Source: an optimization exercise on an open RTL-to-GDS flow (aim: small area). Production flows keep margins and buffers that such runs may drop. In this exercise RTL edits were held to simulation tests only and were not proved equivalent to the original. No activity file was given, so power comes from the tool's default toggle rates.

the baseline:
==> module timer_subsys, before the edit <==
module timer_subsys (
	input  wire		clk,
	input  wire		rst_n,
	input  wire		psel,
	input  wire		penable,
	input  wire		pwrite,
	input  wire [15:0]	paddr,
	input  wire [31:0]	pwdata,
	input  wire		dbg_halt,
	output logic [31:0]	prdata,
	output logic		pready,
	output logic		pslverr,
	output logic [3:0]	irq
);
	assign pready = 1'b1;
	wire		access = psel & penable;
	wire		aligned = (paddr[15:6] == 10'd0) & (paddr[1:0] == 2'd0);
	wire [3:0]	idx = paddr[5:2];
	wire		mapped = aligned & ~(idx[3] & idx[2]);
	assign pslverr = access & (~mapped | (pwrite & (idx == 4'd1)));
	wire		wr = access & pwrite & aligned;
	wire		ctrl_we = wr & (idx == 4'd0);
	wire		mt_lo_we = wr & (idx == 4'd2);
	wire		mt_hi_we = wr & (idx == 4'd3);
	wire [3:0]	cmp_lo_we, cmp_hi_we;
	for (genvar k = 0; k < 4; k++) begin : g_we
		assign cmp_lo_we[k] = wr & (idx == 4'(4 + 2 * k));
		assign cmp_hi_we[k] = wr & (idx == 4'(5 + 2 * k));
	end
	logic		ctrl_en;
	logic [3:0]	prescale;
	logic [63:0]	mtime;
	always_ff @(posedge clk or negedge rst_n)
		if (!rst_n)
			ctrl_en <= 1'b0;
		else if (ctrl_we)
			ctrl_en <= pwdata[0];
	wire run  = ctrl_en & ~dbg_halt;
	wire tick = run & (prescale[3] & prescale[1] & prescale[0]);
	always_ff @(posedge clk or negedge rst_n)
		if (!rst_n)
			prescale <= 4'd0;
		else if (run)
			prescale <= tick ? 4'd0 : prescale + 4'd1;
	logic [63:0] mtimen;
	assign mtime = ~mtimen;
	logic [63:0] borrow;
	assign borrow[0] = 1'b1;
	for (genvar i = 1; i < 64; i++) begin : g_inc
		assign borrow[i] = ~|mtimen[i-1:0];
	end
	wire lo_ones = ~|mtimen[31:0];
	wire hi_ones = ~|mtimen[63:32];
	always_ff @(posedge clk or negedge rst_n)
		if (!rst_n)
			mtimen <= '1;
		else if (mt_lo_we)
			mtimen[31:0] <= ~pwdata;
		else if (mt_hi_we)
			mtimen[63:32] <= ~pwdata;
		else if (tick)
			mtimen <= mtimen ^ borrow;
	logic [31:0]	cmp_lo [4];
	logic [31:0]	cmp_hi [4];
	logic [3:0]	lo_set, hi_set;
	for (genvar k = 0; k < 4; k++) begin : g_chan
		always_ff @(posedge clk) begin
			if (cmp_lo_we[k])
				cmp_lo[k] <= pwdata;
			if (cmp_hi_we[k])
				cmp_hi[k] <= pwdata;
		end
		always_ff @(posedge clk or negedge rst_n)
			if (!rst_n) begin
				lo_set[k] <= 1'b0;
				hi_set[k] <= 1'b0;
			end else begin
				if (cmp_lo_we[k])
					lo_set[k] <= 1'b1;
				if (cmp_hi_we[k])
					hi_set[k] <= 1'b1;
			end
		wire gl, pl, gh, ph;
		timer_gp32 u_lo (.a(mtime[31:0]),  .b(~cmp_lo[k]), .g(gl), .p(pl));
		timer_gp32 u_hi (.a(mtime[63:32]), .b(~cmp_hi[k]), .g(gh), .p(ph));
		wire ge_lo = lo_set[k] ? (gl | pl) : lo_ones;
		wire g_hi  = hi_set[k] & gh;
		wire p_hi  = hi_set[k] ? ph : hi_ones;
		always_ff @(posedge clk or negedge rst_n)
			if (!rst_n)
				irq[k] <= 1'b0;
			else
				irq[k] <= g_hi | (p_hi & ge_lo);
	end
	wire		s_ctrl = (idx == 4'd0);
	wire		s_irq  = (idx == 4'd1);
	wire		s_mlo  = (idx == 4'd2);
	wire		s_mhi  = (idx == 4'd3);
	wire [3:0]	s_clo, s_chi;
	for (genvar k = 0; k < 4; k++) begin : g_rsel
		assign s_clo[k] = (idx == 4'(4 + 2 * k));
		assign s_chi[k] = (idx == 4'(5 + 2 * k));
	end
	wire [3:0]	t_clo = s_clo & lo_set, t_chi = s_chi & hi_set;
	wire		ones_rd = |(s_clo & ~lo_set) | |(s_chi & ~hi_set);
	logic [31:0] cmp_or;
	always_comb begin
		cmp_or = '0;
		for (int k = 0; k < 4; k++)
			cmp_or = cmp_or | (cmp_lo[k] & {32{t_clo[k]}}) | (cmp_hi[k] & {32{t_chi[k]}});
	end
	assign prdata = {32{ones_rd}}
		| cmp_or
		| (mtime[31:0] & {32{s_mlo}})
		| (mtime[63:32] & {32{s_mhi}})
		| {28'd0, irq & {4{s_irq}}}
		| {31'd0, ctrl_en & s_ctrl};
endmodule
export LEC_CHECK = 0
export CAP_MARGIN = 0
export CORE_MARGIN = 2
export CORE_UTILIZATION = 55
export PLACE_DENSITY = 0.75
export SETUP_SLACK_MARGIN = 0.02
export SLEW_MARGIN = 0
create_clock -name core_clock -period 3.5 [get_ports {clk}]
standard.sh (not shown) runs the stock make flow with config.mk's settings and CLKGATE_MAP_FILE= SYNTH_SCRIPT=/design/flow/synth_recipe.tcl, a recipe that flattens the netlist after the stock synthesis.
==> flow/flow/run.sh <==
#!/bin/bash
# Layout flow: the standard ORFS flow, with smaller port buffers, a clock
# tree without dummy loads, and power recovery (which downsizes cells with
# slack) followed by a max-slew repair.
set -uo pipefail
cd "$(dirname "${BASH_SOURCE[0]}")/.."
bash standard.sh \
	"BUFFER_PORTS_ARGS=-buffer_cell sky130_fd_sc_hd__buf_2" \
	"CTS_ARGS=-sink_clustering_enable -repair_clock_nets -buf_list sky130_fd_sc_hd__clkbuf_8 -sink_clustering_size 16 -sink_clustering_max_diameter 50 -dont_use_dummy_load" \
	"POST_GLOBAL_ROUTE_TCL=$PWD/flow/post_grt.tcl" \
	finish > standard.log 2>&1
exit $?
==> flow/flow/post_grt.tcl <==
# Downsize cells that have timing slack to spare, keeping a setup margin,
# then repair max slew and capacitance again, legalize and reroute.
global_route -start_incremental
repair_timing -recover_power 100 -setup_margin 0.15 -verbose
repair_design -slew_margin 0 -cap_margin 0
detailed_placement
global_route -end_incremental
estimate_parasitics -global_routing
report_wns
report_tns
write_guides $::env(RESULTS_DIR)/route.guide
Inputs modified between the baseline and the candidate:
--- a/flow/design.v
+++ b/flow/design.v
@@ -82,31 +82,29 @@
 		else if (run)
 			prescale <= tick ? 4'd0 : prescale + 4'd1;
-	logic [63:0] mtimen;
-	assign mtime = ~mtimen;
-	logic [63:0] borrow;
-	assign borrow[0] = 1'b1;
+	logic [63:0] carry;
+	assign carry[0] = 1'b1;
 	for (genvar i = 1; i < 64; i++) begin : g_inc
-		assign borrow[i] = ~|mtimen[i-1:0];
+		assign carry[i] = &mtime[i-1:0];
 	end
-	wire lo_ones = ~|mtimen[31:0];
-	wire hi_ones = ~|mtimen[63:32];
+	wire lo_ones = &mtime[31:0];
+	wire hi_ones = &mtime[63:32];
 	always_ff @(posedge clk or negedge rst_n)
 		if (!rst_n)
-			mtimen <= '1;
+			mtime <= 64'd0;
 		else if (mt_lo_we)
-			mtimen[31:0] <= ~pwdata;
+			mtime[31:0] <= pwdata;
 		else if (mt_hi_we)
-			mtimen[63:32] <= ~pwdata;
+			mtime[63:32] <= pwdata;
 		else if (tick)
-			mtimen <= mtimen ^ borrow;
-	logic [31:0]	cmp_lo [4];
-	logic [31:0]	cmp_hi [4];
+			mtime <= mtime ^ carry;
+	logic [31:0]	cmpn_lo [4];
+	logic [31:0]	cmpn_hi [4];
 	logic [3:0]	lo_set, hi_set;
 	for (genvar k = 0; k < 4; k++) begin : g_chan
 		always_ff @(posedge clk) begin
 			if (cmp_lo_we[k])
-				cmp_lo[k] <= pwdata;
+				cmpn_lo[k] <= ~pwdata;
 			if (cmp_hi_we[k])
-				cmp_hi[k] <= pwdata;
+				cmpn_hi[k] <= ~pwdata;
 		end
 		always_ff @(posedge clk or negedge rst_n)
@@ -121,6 +119,6 @@
 			end
 		wire gl, pl, gh, ph;
-		timer_gp32 u_lo (.a(mtime[31:0]),  .b(~cmp_lo[k]), .g(gl), .p(pl));
-		timer_gp32 u_hi (.a(mtime[63:32]), .b(~cmp_hi[k]), .g(gh), .p(ph));
+		timer_gp32 u_lo (.a(mtime[31:0]),  .b(cmpn_lo[k]), .g(gl), .p(pl));
+		timer_gp32 u_hi (.a(mtime[63:32]), .b(cmpn_hi[k]), .g(gh), .p(ph));
 		wire ge_lo = lo_set[k] ? (gl | pl) : lo_ones;
 		wire g_hi  = hi_set[k] & gh;
@@ -143,12 +141,13 @@
 	wire [3:0]	t_clo = s_clo & lo_set, t_chi = s_chi & hi_set;
 	wire		ones_rd = |(s_clo & ~lo_set) | |(s_chi & ~hi_set);
-	logic [31:0] cmp_or;
+	wire		cmp_rd = |t_clo | |t_chi;
+	logic [31:0] cmpn_or;
 	always_comb begin
-		cmp_or = '0;
+		cmpn_or = '0;
 		for (int k = 0; k < 4; k++)
-			cmp_or = cmp_or | (cmp_lo[k] & {32{t_clo[k]}}) | (cmp_hi[k] & {32{t_chi[k]}});
+			cmpn_or = cmpn_or | (cmpn_lo[k] & {32{t_clo[k]}}) | (cmpn_hi[k] & {32{t_chi[k]}});
 	end
 	assign prdata = {32{ones_rd}}
-		| cmp_or
+		| ({32{cmp_rd}} & ~cmpn_or)
 		| (mtime[31:0] & {32{s_mlo}})
 		| (mtime[63:32] & {32{s_mhi}})
Findings:
Aggregate global-route resource usage was higher in the candidate than in the baseline.
Layout overhead on the synthesized area was lower in the baseline than in the candidate.
Between the baseline and the candidate, the clock skew figures differ only marginally.
Diff the baseline -> the candidate: combinational power share fell 1.5 points; final instance area picked up an extra 3.0%; static power due to leakage moved up; count of clock-net buffers in the final layout rose by 3; critical path depth lost 2.
In the reports for the candidate and the baseline, the larger fraction of area in registers belongs to the baseline.
Delta(number of distinct library cell variants in the gate-level netlist after synthesis, the candidate - the baseline) > 0

afterwards: timing with drivers on the ports:
The flow's constraints put no driver on any port. The routed layouts listed below were extracted and timed again, unchanged, in two steps. Step 1: set_driving_cell puts a clkbuf_16 on clk and a buf_2 on each other input, an assumption about the parent block. Step 2 times the ports against the registers' clock, not the clock port: input delays grow and output delays shrink by t, the midpoint of the rising clock arrivals with the driver on. a / b / c = ideal / step 1 / step 2; a / b = the first two.
| run | t, ns | setup WS [ns] | hold slack, ns | worst setup path after step 2 | pins driven straight from the clock port |
|---|---|---|---|---|---|
| the baseline | 0.601 | 0.149 / 0.130 / -0.217 | 0.226 / 0.198 / 0.549 | input to register | 1 |
| the candidate | 0.606 | 0.062 / 0.033 / -0.371 | 0.059 / 0.030 / 0.531 | input to register | 1 |
Met with ideal ports but missed after step 2: setup timing in the baseline and the candidate. For the candidate, which loses most, drivers alone change the setup slack by -0.029 ns; drivers and shift together by -0.433 ns.
